Source: an optimization exercise on an open RTL-to-GDS flow (aim: small area and a short achievable clock period). Production flows keep margins and buffers that such runs may drop. Only simulation tests tie the RTL to the original design; equivalence was not proved. The clock port is modelled as an ideal driver; clocking choices that lean on that would not hold on a real chip. Power figures rest on the tool's default switching activity, not on a simulated workload.

==> module sync_fifo, before the edit <==
module sync_fifo
#(
    parameter int WIDTH = sa_pkg::SA_WIDTH,
    parameter int DEPTH = sa_pkg::SA_DEPTH
) (
    input  logic             i_clk,
    input  logic             i_rst_n,
    input  logic             push,
    input  logic             pop,
    input  logic [WIDTH-1:0] wdata,
    output logic [WIDTH-1:0] rdata,
    output logic             empty,
    output logic             full,
    output logic             full_d
);
    localparam int CW = $clog2(DEPTH) + 1;
    logic [WIDTH-1:0] mem [DEPTH];
    logic [CW-1:0]    count_q;
    logic [WIDTH-1:0] rdata_q, rdata_d;
    logic             empty_q, full_q, empty_d;
    logic             pop_ok, one, almost;
    logic [DEPTH-1:0] rsel;
    assign pop_ok  = pop & ~empty_q;
    assign one     = (count_q == CW'(1));
    assign almost  = (count_q == CW'(DEPTH - 1));
    assign empty_d = ~push & (empty_q | (one & pop));
    assign full_d  = ~pop & (full_q | (almost & push));
    always_comb begin
        for (int e = 0; e < DEPTH; e++) rsel[e] = pop & (count_q == CW'(e + 1));
        rdata_d = rdata_q & {WIDTH{~pop_ok}};
        for (int e = 0; e < DEPTH; e++) rdata_d = rdata_d | (mem[e] & {WIDTH{rsel[e]}});
    end
    assign rdata = rdata_q;
    assign empty = empty_q;
    assign full  = full_q;
    always_ff @(posedge i_clk or negedge i_rst_n) begin
        if (!i_rst_n) begin
            count_q <= '0;
            rdata_q <= '0;
            empty_q <= 1'b1;
            full_q  <= 1'b0;
        end else begin
            empty_q <= empty_d;
            full_q  <= full_d;
            rdata_q <= rdata_d;
            if (push != pop_ok) count_q <= push ? count_q + CW'(1) : count_q - CW'(1);
        end
    end
    always_ff @(posedge i_clk) begin
        if (push) begin
            mem[0] <= wdata;
            for (int e = 1; e < DEPTH; e++) mem[e] <= mem[e-1];
        end
    end
endmodule
clock: 5.5 ns
lec_check: 0
cap_margin: 20
core_margin: 2
core_utilization: 60
setup_slack_margin: 3.0
slew_margin: 20
run.sh (not shown) runs the stock make flow with config.mk's settings and CLKGATE_MAP_FILE= SYNTH_SCRIPT=/design/flow/synth_recipe.tcl, a recipe that flattens the netlist after the stock synthesis.
The starting point passed the timing, DRC and antenna checks.
Change:
--- a/flow/design.v
+++ b/flow/design.v
@@ -26,45 +26,48 @@
     output logic             empty,
     output logic             full,
     output logic             full_d
 );
-    localparam int CW = $clog2(DEPTH) + 1;
+    localparam int PW = $clog2(DEPTH);
     logic [WIDTH-1:0] mem [DEPTH];
-    logic [CW-1:0]    count_q;
-    logic [WIDTH-1:0] rdata_q, rdata_d;
+    logic [PW-1:0]    wr_ptr_q;
+    logic [PW-1:0]    rd_ptr_q;
+    logic [WIDTH-1:0] rdata_q;
     logic             empty_q, full_q, empty_d;
     logic             pop_ok, one, almost;
     logic [DEPTH-1:0] rsel;
-    assign pop_ok  = pop & ~empty_q;
-    assign one     = (count_q == CW'(1));
-    assign almost  = (count_q == CW'(DEPTH - 1));
-    assign empty_d = ~push & (empty_q | (one & pop));
-    assign full_d  = ~pop & (full_q | (almost & push));
+    logic [WIDTH-1:0] rdata_d;
+    assign pop_ok = pop & ~empty_q;
+    assign one    = (wr_ptr_q == rd_ptr_q + PW'(1));
+    assign almost = (rd_ptr_q == wr_ptr_q + PW'(1));
+    assign empty_d = push ? 1'b0 : (empty_q | (one & pop_ok));
+    assign full_d  = pop_ok ? 1'b0 : (full_q | (almost & push));
     always_comb begin
-        for (int e = 0; e < DEPTH; e++) rsel[e] = pop & (count_q == CW'(e + 1));
+        for (int e = 0; e < DEPTH; e++) rsel[e] = pop_ok & (rd_ptr_q == PW'(e));
         rdata_d = rdata_q & {WIDTH{~pop_ok}};
         for (int e = 0; e < DEPTH; e++) rdata_d = rdata_d | (mem[e] & {WIDTH{rsel[e]}});
     end
     assign rdata = rdata_q;
     assign empty = empty_q;
     assign full  = full_q;
     always_ff @(posedge i_clk or negedge i_rst_n) begin
         if (!i_rst_n) begin
-            count_q <= '0;
-            rdata_q <= '0;
-            empty_q <= 1'b1;
-            full_q  <= 1'b0;
+            wr_ptr_q <= '0;
+            rd_ptr_q <= '0;
+            rdata_q  <= '0;
+            empty_q  <= 1'b1;
+            full_q   <= 1'b0;
         end else begin
             empty_q <= empty_d;
             full_q  <= full_d;
+            if (push) wr_ptr_q <= wr_ptr_q + PW'(1);
             rdata_q <= rdata_d;
-            if (push != pop_ok) count_q <= push ? count_q + CW'(1) : count_q - CW'(1);
+            if (pop_ok) rd_ptr_q <= rd_ptr_q + PW'(1);
         end
     end
     always_ff @(posedge i_clk) begin
         if (push) begin
-            mem[0] <= wdata;
-            for (int e = 1; e < DEPTH; e++) mem[e] <= mem[e-1];
+            mem[wr_ptr_q] <= wdata;
         end
     end
 endmodule
 module row_skew_fifo_bank
- design area goes up by 7.7%
- area after synthesis goes up by 6.2%
- setup slack loses 0.061 ns
- total power is about the same
- count of clock-buffer cells in the layout grows by 1
- wire length came out higher by 22%
- die area grows by 6.1%
- critical path depth went up by 8
- core utilization increases by 1.2 points
- clock power grows by about 4%
- worst hold slack gets better by 0.018 ns

## JK
The RTL this note starts from:
==> flow/design.v <==
package sa_pkg;
    localparam int SA_ROW   = 9;
    localparam int SA_WIDTH = 9;
    localparam int SA_DEPTH = 16;
    typedef enum logic [1:0] {
        IDLE  = 2'd0,
        PRE   = 2'd1,
        DATA  = 2'd2,
        FLUSH = 2'd3
    } state_t;
    function automatic int cnt_width(input int n);
        cnt_width = (n > 1) ? $clog2(n) : 1;
    endfunction
endpackage
module sync_fifo
#(
    parameter int WIDTH = sa_pkg::SA_WIDTH,
    parameter int DEPTH = sa_pkg::SA_DEPTH
) (
    input  logic             i_clk,
    input  logic             i_rst_n,
    input  logic             push,
    input  logic             pop,
    input  logic [WIDTH-1:0] wdata,
    output logic [WIDTH-1:0] rdata,
    output logic             empty,
    output logic             full,
    output logic             full_d
);
    localparam int CW = $clog2(DEPTH) + 1;
    logic [WIDTH-1:0] mem [DEPTH];
    logic [CW-1:0]    count_q;
    logic [WIDTH-1:0] rdata_q, rdata_d;
    logic             empty_q, full_q, empty_d, nempty_q;
    logic             pop_ok, one, almost;
    logic [DEPTH-1:0] rsel;
    assign pop_ok  = pop & ~empty_q;
    assign one     = (count_q == CW'(1));
    assign almost  = (count_q == CW'(DEPTH - 1));
    assign empty_d = ~push & (empty_q | (one & pop));
    assign full_d  = ~pop & (full_q | (almost & push));
    always_comb begin
        for (int e = 0; e < DEPTH; e++) rsel[e] = pop & (count_q == CW'(e + 1));
        rdata_d = rdata_q & {WIDTH{~pop_ok}};
        for (int e = 0; e < DEPTH; e++) rdata_d = rdata_d | (mem[e] & {WIDTH{rsel[e]}});
    end
    assign rdata = rdata_q;
    assign empty_q = ~nempty_q;
    assign empty = empty_q;
    assign full  = full_q;
    always_ff @(posedge i_clk or negedge i_rst_n) begin
        if (!i_rst_n) begin
            count_q <= '0;
            rdata_q <= '0;
            nempty_q <= 1'b0;
            full_q  <= 1'b0;
        end else begin
            nempty_q <= ~empty_d;
            full_q  <= full_d;
            rdata_q <= rdata_d;
            if (push != pop_ok) count_q <= push ? count_q + CW'(1) : count_q - CW'(1);
        end
    end
    always_ff @(posedge i_clk) begin
        if (push) begin
            mem[0] <= wdata;
            for (int e = 1; e < DEPTH; e++) mem[e] <= mem[e-1];
        end
    end
endmodule
module row_skew_fifo_bank
#(
    parameter int ROW   = sa_pkg::SA_ROW,
    parameter int WIDTH = sa_pkg::SA_WIDTH,
    parameter int DEPTH = sa_pkg::SA_DEPTH
) (
    input  logic                 i_clk,
    input  logic                 i_rst_n,
    input  logic                 i_valid,
    input  logic                 i_last,
    input  logic [ROW*WIDTH-1:0] i_data,
    output logic                 o_ready,
    input  logic [ROW-1:0]       i_read_enable,
    output logic [ROW-1:0]       o_fifo_empty,
    output logic [ROW*WIDTH-1:0] o_data,
    output logic                 o_busy
);
    sa_pkg::state_t             state_q, state_d;
    logic [ROW-1:0]             zmask_q, zmask_d;
    logic [ROW-1:0]             push, full, full_d, empty;
    logic [ROW-1:0][WIDTH-1:0]  wdata, rdata;
    logic                       stall_q, stall_d, ready_q, ready_d, busy_q, busy_d;
    logic                       data_q, last_step, accept;
    assign accept    = ready_q & i_valid;
    assign last_step = (state_q == sa_pkg::PRE) ? zmask_q[1] : ~zmask_q[1];
    assign data_q    = (state_q == sa_pkg::DATA);
    always_comb begin
        state_d = state_q;
        zmask_d = zmask_q;
        case (state_q)
            sa_pkg::IDLE: begin
                if (i_valid) begin
                    state_d = sa_pkg::PRE;
                    zmask_d = ROW'(1) << (ROW - 1);
                end
            end
            sa_pkg::PRE: begin
                if (!stall_q) begin
                    if (last_step) begin
                        state_d = sa_pkg::DATA;
                        zmask_d = '0;
                    end else begin
                        zmask_d = zmask_q | (zmask_q >> 1);
                    end
                end
            end
            sa_pkg::DATA: begin
                if (accept && i_last) begin
                    state_d = sa_pkg::FLUSH;
                    zmask_d = {1'b0, {(ROW-1){1'b1}}};
                end
            end
            sa_pkg::FLUSH: begin
                if (!stall_q) begin
                    if (last_step) begin
                        state_d = sa_pkg::IDLE;
                        zmask_d = '0;
                    end else begin
                        zmask_d = zmask_q & (zmask_q >> 1);
                    end
                end
            end
            default: begin
                state_d = sa_pkg::IDLE;
                zmask_d = '0;
            end
        endcase
    end
    always_comb begin
        for (int r = 0; r < ROW; r++) begin
            push[r]  = accept | (zmask_q[r] & ~stall_q);
            wdata[r] = i_data[r*WIDTH +: WIDTH] & {WIDTH{data_q}};
        end
    end
    assign stall_d = |full_d;
    assign ready_d = (state_d == sa_pkg::DATA) & ~stall_d;
    assign busy_d  = (state_d != sa_pkg::IDLE);
    always_ff @(posedge i_clk or negedge i_rst_n) begin
        if (!i_rst_n) begin
            state_q <= sa_pkg::IDLE;
            zmask_q <= '0;
            stall_q <= 1'b0;
            ready_q <= 1'b0;
            busy_q  <= 1'b0;
        end else begin
            state_q <= state_d;
            zmask_q <= zmask_d;
            stall_q <= stall_d;
            ready_q <= ready_d;
            busy_q  <= busy_d;
        end
    end
    for (genvar r = 0; r < ROW; r++) begin : g_row
        sync_fifo #(
            .WIDTH (WIDTH),
            .DEPTH (DEPTH)
        ) u_fifo (
            .i_clk   (i_clk),
            .i_rst_n (i_rst_n),
            .push    (push[r]),
            .pop     (i_read_enable[r]),
            .wdata   (wdata[r]),
            .rdata   (rdata[r]),
            .empty   (empty[r]),
            .full    (full[r]),
            .full_d  (full_d[r])
        );
    end
    assign o_ready      = ready_q;
    assign o_busy       = busy_q;
    assign o_fifo_empty = empty;
    assign o_data       = rdata;
endmodule
Settings: LEC_CHECK=0, CAP_MARGIN=20, CORE_MARGIN=2, CORE_UTILIZATION=60, SETUP_SLACK_MARGIN=3.35, SLEW_MARGIN=20; clock period 5.5 ns.
standard.sh (not shown) runs the stock make flow with config.mk's settings and CLKGATE_MAP_FILE= SYNTH_SCRIPT=/design/flow/synth_recipe.tcl, a recipe that flattens the netlist after the stock synthesis.
==> flow/flow/run.sh <==
#!/bin/bash
set -e
HERE=$(cd "$(dirname "$0")" && pwd)
export CTS_ARGS="-sink_clustering_enable -repair_clock_nets -dont_use_dummy_load -sink_clustering_size 25 -sink_clustering_max_diameter 100"
export BUFFER_PORTS_ARGS="-buffer_cell sky130_fd_sc_hd__buf_2"
export POST_CTS_TCL="$HERE/post_cts.tcl"
bash standard.sh > standard.log 2>&1
==> flow/flow/post_cts.tcl <==
set block [ord::get_db_block]
set root [$block findInst clkbuf_0_i_clk]
if { $root != "NULL" } {
  set in_net [[$root findITerm A] getNet]
  set out_net [[$root findITerm X] getNet]
  set loads {}
  foreach it [$out_net getITerms] {
    if { [$it getInst] != $root } { lappend loads $it }
  }
  if { [llength $loads] <= 4 && [llength [$out_net getBTerms]] == 0 } {
    puts "post_cts: removing root clock buffer, [llength $loads] loads move to [$in_net getName]"
    foreach it $loads {
      $it disconnect
      $it connect $in_net
    }
    odb::dbInst_destroy $root
    odb::dbNet_destroy $out_net
    estimate_parasitics -placement
    repair_timing_helper -setup
    detailed_placement
    check_placement -verbose
  } else {
    puts "post_cts: root clock buffer kept, [llength $loads] loads"
  }
}
JK: flow completed, timing, DRC and antenna clean
The following lists how MS was set up differently from JK:
-- flow/design.v --
<<< JK, line 31
    logic [WIDTH-1:0] mem [DEPTH];
    logic [CW-1:0]    count_q;
    logic [WIDTH-1:0] rdata_q, rdata_d;
    logic             empty_q, full_q, empty_d, nempty_q;
    logic             pop_ok, one, almost;
>>> MS, line 31
    logic [WIDTH-1:0] mem [DEPTH];
    logic [CW-1:0]    count_q;
    logic [WIDTH-1:0] rdata_q, head;
    logic             empty_q, full_q, empty_d, nempty_q;
    logic             pop_ok, one, almost;
<<< JK, line 41
    assign full_d  = ~pop & (full_q | (almost & push));
    always_comb begin
        for (int e = 0; e < DEPTH; e++) rsel[e] = pop & (count_q == CW'(e + 1));
        rdata_d = rdata_q & {WIDTH{~pop_ok}};
        for (int e = 0; e < DEPTH; e++) rdata_d = rdata_d | (mem[e] & {WIDTH{rsel[e]}});
    end
    assign rdata = rdata_q;
>>> MS, line 41
    assign full_d  = ~pop & (full_q | (almost & push));
    always_comb begin
        for (int e = 0; e < DEPTH; e++) rsel[e] = (count_q == CW'(e + 1));
        head = '0;
        for (int e = 0; e < DEPTH; e++) head = head | (mem[e] & {WIDTH{rsel[e]}});
    end
    assign rdata = rdata_q;
<<< JK, line 58
            nempty_q <= ~empty_d;
            full_q  <= full_d;
            rdata_q <= rdata_d;
            if (push != pop_ok) count_q <= push ? count_q + CW'(1) : count_q - CW'(1);
        end
>>> MS, line 58
            nempty_q <= ~empty_d;
            full_q  <= full_d;
            if (pop_ok) rdata_q <= head;
            if (push != pop_ok) count_q <= push ? count_q + CW'(1) : count_q - CW'(1);
        end
Results
MS finished every step from synthesis to the final layout, and the layout passed the timing, DRC and antenna checks.
Going from JK to MS, number of tap cells added at floorplan grows by 7.6%.
On total via count after detailed routing: between MS and JK, it ends up higher for MS.
Per the comparison of MS with JK, synthesized area climbed 2900 um^2; mux cell area share after synthesis climbed 5.3 points.
MS packs its core looser than JK.
Diff MS and JK: wire length on met2 higher in MS
The diode insertion count for antenna repair in MS sits 4 below the value recorded for JK.
Status: adder and majority cell fraction of the synthesized area parity (JK, MS)
MS vs. JK: count of nets after finishing moved up, detailed-routing iteration count for the pre-antenna-repair pass moved down, slack of the worst reg-to-reg path moved up, maximum ir drop on the vdd rail moved up, final wirelength moved up.

## port drivers added, routing unchanged
The flow's constraints put no driver on any port. The routed layouts listed below were extracted and timed again, unchanged, in two steps.
Step 1 (the two cells are an assumption about what drives the block):
set clk [get_ports {i_clk}]
set_driving_cell -lib_cell sky130_fd_sc_hd__clkbuf_16 $clk
set_driving_cell -lib_cell sky130_fd_sc_hd__buf_2 [delete_from_list [all_inputs] $clk]
Step 2 times the ports against the registers' clock, not the clock port: input delays grow and output delays shrink by t, the midpoint of the rising clock arrivals with the driver on.
Three values: ideal, step 1, step 2; two values: the first two.
| run | shift t [ns] | slack for setup (ns) | worst slew at a driven data input, ns |
|---|---|---|---|
| the first run of note 1 | 0.802 | 2.961 / 2.889 / 2.291 | 0.11 |
| the second run of note 1 | 0.810 | 2.900 / 2.845 / 2.146 | 0.12 |
| JK | 0.719 | 3.099 / 3.029 / 2.479 | 0.11 |
| MS | 0.711 | 3.104 / 3.030 / 2.471 | 0.14 |
After both steps setup and hold are still met in every run listed. For the second run of note 1, which loses most, drivers alone change the setup slack by -0.055 ns; drivers and shift together by -0.754 ns.
